Source: an optimization exercise on an open RTL-to-GDS flow (aim: small area, a short achievable clock period and few clock cycles per item). Production flows keep margins and buffers that such runs may drop. At most, simulation tests tie the RTL to the original design; equivalence was not proved.

Setup of JK:
==> module aesKeySchedule, before the edit <==
module aesKeySchedule (
    input  aesPkg::stateT key,
    input  aesPkg::byteT  rcon,
    output aesPkg::stateT nextKey
);
    aesPkg::wordT rotW;
    aesPkg::wordT subW;
    assign rotW = {key[23:0], key[31:24]};
    for (genvar i = 0; i < 4; i++) begin : gSubWord
        aesSbox uSbox (
            .in  (rotW[8*i +: 8]),
            .out (subW[8*i +: 8])
        );
    end
    aesPkg::wordT pre [4];
    aesXorW #(.W(32)) uPre0 (.a(key[127:96]), .b({rcon, 24'h0}), .y(pre[0]));
    aesXorW #(.W(32)) uPre1 (.a(key[95:64]),  .b(pre[0]),        .y(pre[1]));
    aesXorW #(.W(32)) uPre2 (.a(key[63:32]),  .b(pre[1]),        .y(pre[2]));
    aesXorW #(.W(32)) uPre3 (.a(key[31:0]),   .b(pre[2]),        .y(pre[3]));
    for (genvar i = 0; i < 4; i++) begin : gWord
        aesXorW #(.W(32)) uW (.a(subW), .b(pre[i]), .y(nextKey[127-32*i -: 32]));
    end
endmodule
==> module aesApbRegs, before the edit <==
module aesApbRegs (
    input  logic    clk,
    input  logic    rstN,
    input  aesPkg::apbAddrT paddr,
    input  logic    psel,
    input  logic    penable,
    input  logic    pwrite,
    input  aesPkg::wordT    pwdata,
    output aesPkg::wordT    prdata,
    output logic    pready,
    output logic    pslverr,
    output logic    coreLoad,
    output aesPkg::stateT   coreKey,
    output aesPkg::stateT   coreBlock,
    input  logic    coreLast,
    input  logic    coreIdle,
    input  aesPkg::stateT   coreResult,
    output aesPkg::byteT    resultByte
);
    aesPkg::stateT      keyReg;
    aesPkg::stateT      blockReg;
    aesPkg::stateT      resultReg;
    logic       doneBit;
    logic       busy;        
    logic       pend;        
    logic       access;
    logic       err;
    logic       wrOk;
    logic       startAcc;
    logic       finish;
    logic       merge;       
    logic       wrKB;        
    logic       hitCtrl, hitStatus, hitKey, hitBlock, hitResult;
    logic [1:0] word;
    assign access    = psel && penable;
    assign pready    = 1'b1;  
    assign word      = paddr[3:2];  
    assign hitCtrl   = paddr == 8'h00;
    assign hitStatus = paddr == 8'h04;
    assign hitKey    = paddr[1:0] == 2'b00 && paddr[7:4] == 4'h1;
    assign hitBlock  = paddr[1:0] == 2'b00 && paddr[7:4] == 4'h2;
    assign hitResult = paddr[1:0] == 2'b00 && paddr[7:4] == 4'h3;
    always_comb begin
        err = 1'b0;
        if (!(hitCtrl || hitStatus || hitKey || hitBlock || hitResult))
            err = 1'b1;
        else if (pwrite && (hitStatus || hitResult))
            err = 1'b1;  
        else if (pwrite && busy && (hitCtrl || hitKey || hitBlock))
            err = 1'b1;  
    end
    assign pslverr  = access && err;
    assign wrOk     = access && pwrite && !err;
    assign startAcc = wrOk && hitCtrl && pwdata[0];
    assign merge    = psel && pwrite && !busy && (hitKey || hitBlock);
    assign wrKB     = merge && penable;
    assign finish   = coreLast && (busy || startAcc);
    aesPkg::wordT wdata;
    assign wdata = rstN ? pwdata : '0;
    for (genvar w = 0; w < 4; w++) begin : gMerge
        assign coreKey[127-32*w -: 32]   = !rstN || (merge && hitKey && word == 2'(w)) ?
                                           wdata : keyReg[127-32*w -: 32];
        assign coreBlock[127-32*w -: 32] = !rstN || (merge && hitBlock && word == 2'(w)) ?
                                           wdata : blockReg[127-32*w -: 32];
    end
    assign coreLoad = (merge && !penable) || (wrKB != pend) || (startAcc && coreIdle);
    always_comb begin
        prdata = '0;
        case (paddr[5:4])
            2'd0: prdata[1:0] = paddr[2] ? {doneBit, busy} : 2'b00;
            2'd1: prdata = keyReg[127-32*word -: 32];
            2'd2: prdata = blockReg[127-32*word -: 32];
            default: prdata = resultReg[127-32*word -: 32];
        endcase
    end
    always_ff @(posedge clk) begin
        keyReg   <= coreKey;
        blockReg <= coreBlock;
    end
    always_ff @(posedge clk or negedge rstN) begin
        if (!rstN) begin
            resultReg  <= '0;
            doneBit    <= 1'b0;
            busy       <= 1'b0;
            pend       <= 1'b0;
        end else begin
            pend <= merge && !penable;
            if (finish)
                resultReg <= coreResult;
            if (finish) begin
                doneBit <= 1'b1;
                busy    <= 1'b0;
            end else if (startAcc) begin
                doneBit <= 1'b0;
                busy    <= 1'b1;
            end
        end
    end
    assign resultByte = resultReg[7:0];
endmodule
export LEC_CHECK = 0
export CAP_MARGIN = 20
export CELL_PAD_IN_SITES_DETAIL_PLACEMENT = 2
export CELL_PAD_IN_SITES_GLOBAL_PLACEMENT = 2
export CORE_MARGIN = 2
export CORE_UTILIZATION = 35
export PLACE_DENSITY = 0.45
export SETUP_SLACK_MARGIN = 1
export SLEW_MARGIN = 20
export SYNTH_HIERARCHICAL = 1
create_clock -name core_clock -period 8.0 [get_ports {clk}]
run.sh (not shown) runs the stock make flow with config.mk's settings and CLKGATE_MAP_FILE= SYNTH_SCRIPT=/design/flow/synth_recipe.tcl, a recipe that flattens the netlist after the stock synthesis.
[inputs] MS vs JK
-- flow/design.v --
<<< JK, line 227
        );
    end
    aesPkg::wordT pre [4];
    aesXorW #(.W(32)) uPre0 (.a(key[127:96]), .b({rcon, 24'h0}), .y(pre[0]));
    aesXorW #(.W(32)) uPre1 (.a(key[95:64]),  .b(pre[0]),        .y(pre[1]));
    aesXorW #(.W(32)) uPre2 (.a(key[63:32]),  .b(pre[1]),        .y(pre[2]));
    aesXorW #(.W(32)) uPre3 (.a(key[31:0]),   .b(pre[2]),        .y(pre[3]));
    for (genvar i = 0; i < 4; i++) begin : gWord
        aesXorW #(.W(32)) uW (.a(subW), .b(pre[i]), .y(nextKey[127-32*i -: 32]));
    end
endmodule
`timescale 1ns/1ps
>>> MS, line 227
        );
    end
    aesPkg::wordT subR;
    aesXorW #(.W(8))  uRcon (.a(subW[31:24]), .b(rcon), .y(subR[31:24]));
    assign subR[23:0] = subW[23:0];
    aesXorW #(.W(32)) uW0 (.a(key[127:96]), .b(subR),            .y(nextKey[127:96]));
    aesXorW #(.W(32)) uW1 (.a(key[95:64]),  .b(nextKey[127:96]), .y(nextKey[95:64]));
    aesXorW #(.W(32)) uW2 (.a(key[63:32]),  .b(nextKey[95:64]),  .y(nextKey[63:32]));
    aesXorW #(.W(32)) uW3 (.a(key[31:0]),   .b(nextKey[63:32]),  .y(nextKey[31:0]));
endmodule
`timescale 1ns/1ps
<<< JK, line 379
    end
    assign coreLoad = (merge && !penable) || (wrKB != pend) || (startAcc && coreIdle);
    always_comb begin
        prdata = '0;
        case (paddr[5:4])
            2'd0: prdata[1:0] = paddr[2] ? {doneBit, busy} : 2'b00;
            2'd1: prdata = keyReg[127-32*word -: 32];
            2'd2: prdata = blockReg[127-32*word -: 32];
            default: prdata = resultReg[127-32*word -: 32];
        endcase
    end
>>> MS, line 378
    end
    assign coreLoad = (merge && !penable) || (wrKB != pend) || (startAcc && coreIdle);
    aesPkg::wordT keyWord, blockWord, resultWord;
    always_comb begin
        case (word)
            2'd0: begin
                keyWord    = keyReg[127:96];
                blockWord  = blockReg[127:96];
                resultWord = resultReg[127:96];
            end
            2'd1: begin
                keyWord    = keyReg[95:64];
                blockWord  = blockReg[95:64];
                resultWord = resultReg[95:64];
            end
            2'd2: begin
                keyWord    = keyReg[63:32];
                blockWord  = blockReg[63:32];
                resultWord = resultReg[63:32];
            end
            default: begin
                keyWord    = keyReg[31:0];
                blockWord  = blockReg[31:0];
                resultWord = resultReg[31:0];
            end
        endcase
        case (paddr[5:4])
            2'd0:    prdata = {30'd0, paddr[2] ? {doneBit, busy} : 2'b00};
            2'd1:    prdata = keyWord;
            2'd2:    prdata = blockWord;
            default: prdata = resultWord;
        endcase
    end
[summary]
- On area after synthesis: MS sits below JK.
- As of MS, synthesized cell count had fallen by a few percent compared to JK.
- MS against JK: number of multi-input combinational cells has decreased, first-pass GRT wire length has decreased.
Testbench counts of MS, summed over its fixed seeds: cycles 10,368, blocks 384.
Only the layout flow was run in JK; the RTL was not checked for function there.

## re-timing with driven ports
The flow's constraints put no driver on any port. The routed layouts listed below were extracted and timed again, unchanged, in two steps.
Step 1 sets driving cells, clkbuf_16 on the clock port and buf_2 on the other inputs (assumed; they add their load-dependent delay and slew).
Step 2 times the ports against the registers' clock, not the clock port: input delays grow and output delays shrink by t, the midpoint of the rising clock arrivals with the driver on.
a / b / c = ideal ports / drivers / drivers and shift; a / b = the first two.
| run | t, ns | slack for setup (ns) | worst setup path at the end | latest minus earliest clock arrival (ns) | cell pins on the clock port's net |
|---|---|---|---|---|---|
| JK | 0.785 | 1.129 / 1.072 / 1.072 | input to output | 0.040 / 0.040 | 1 |
| MS | 0.736 | 1.282 / 1.282 / 1.282 | register to register | 0.033 / 0.033 | 1 |
After both steps every run listed still meets setup and hold. For JK, which loses most, drivers alone change the setup slack by -0.057 ns; drivers and shift together by -0.057 ns.
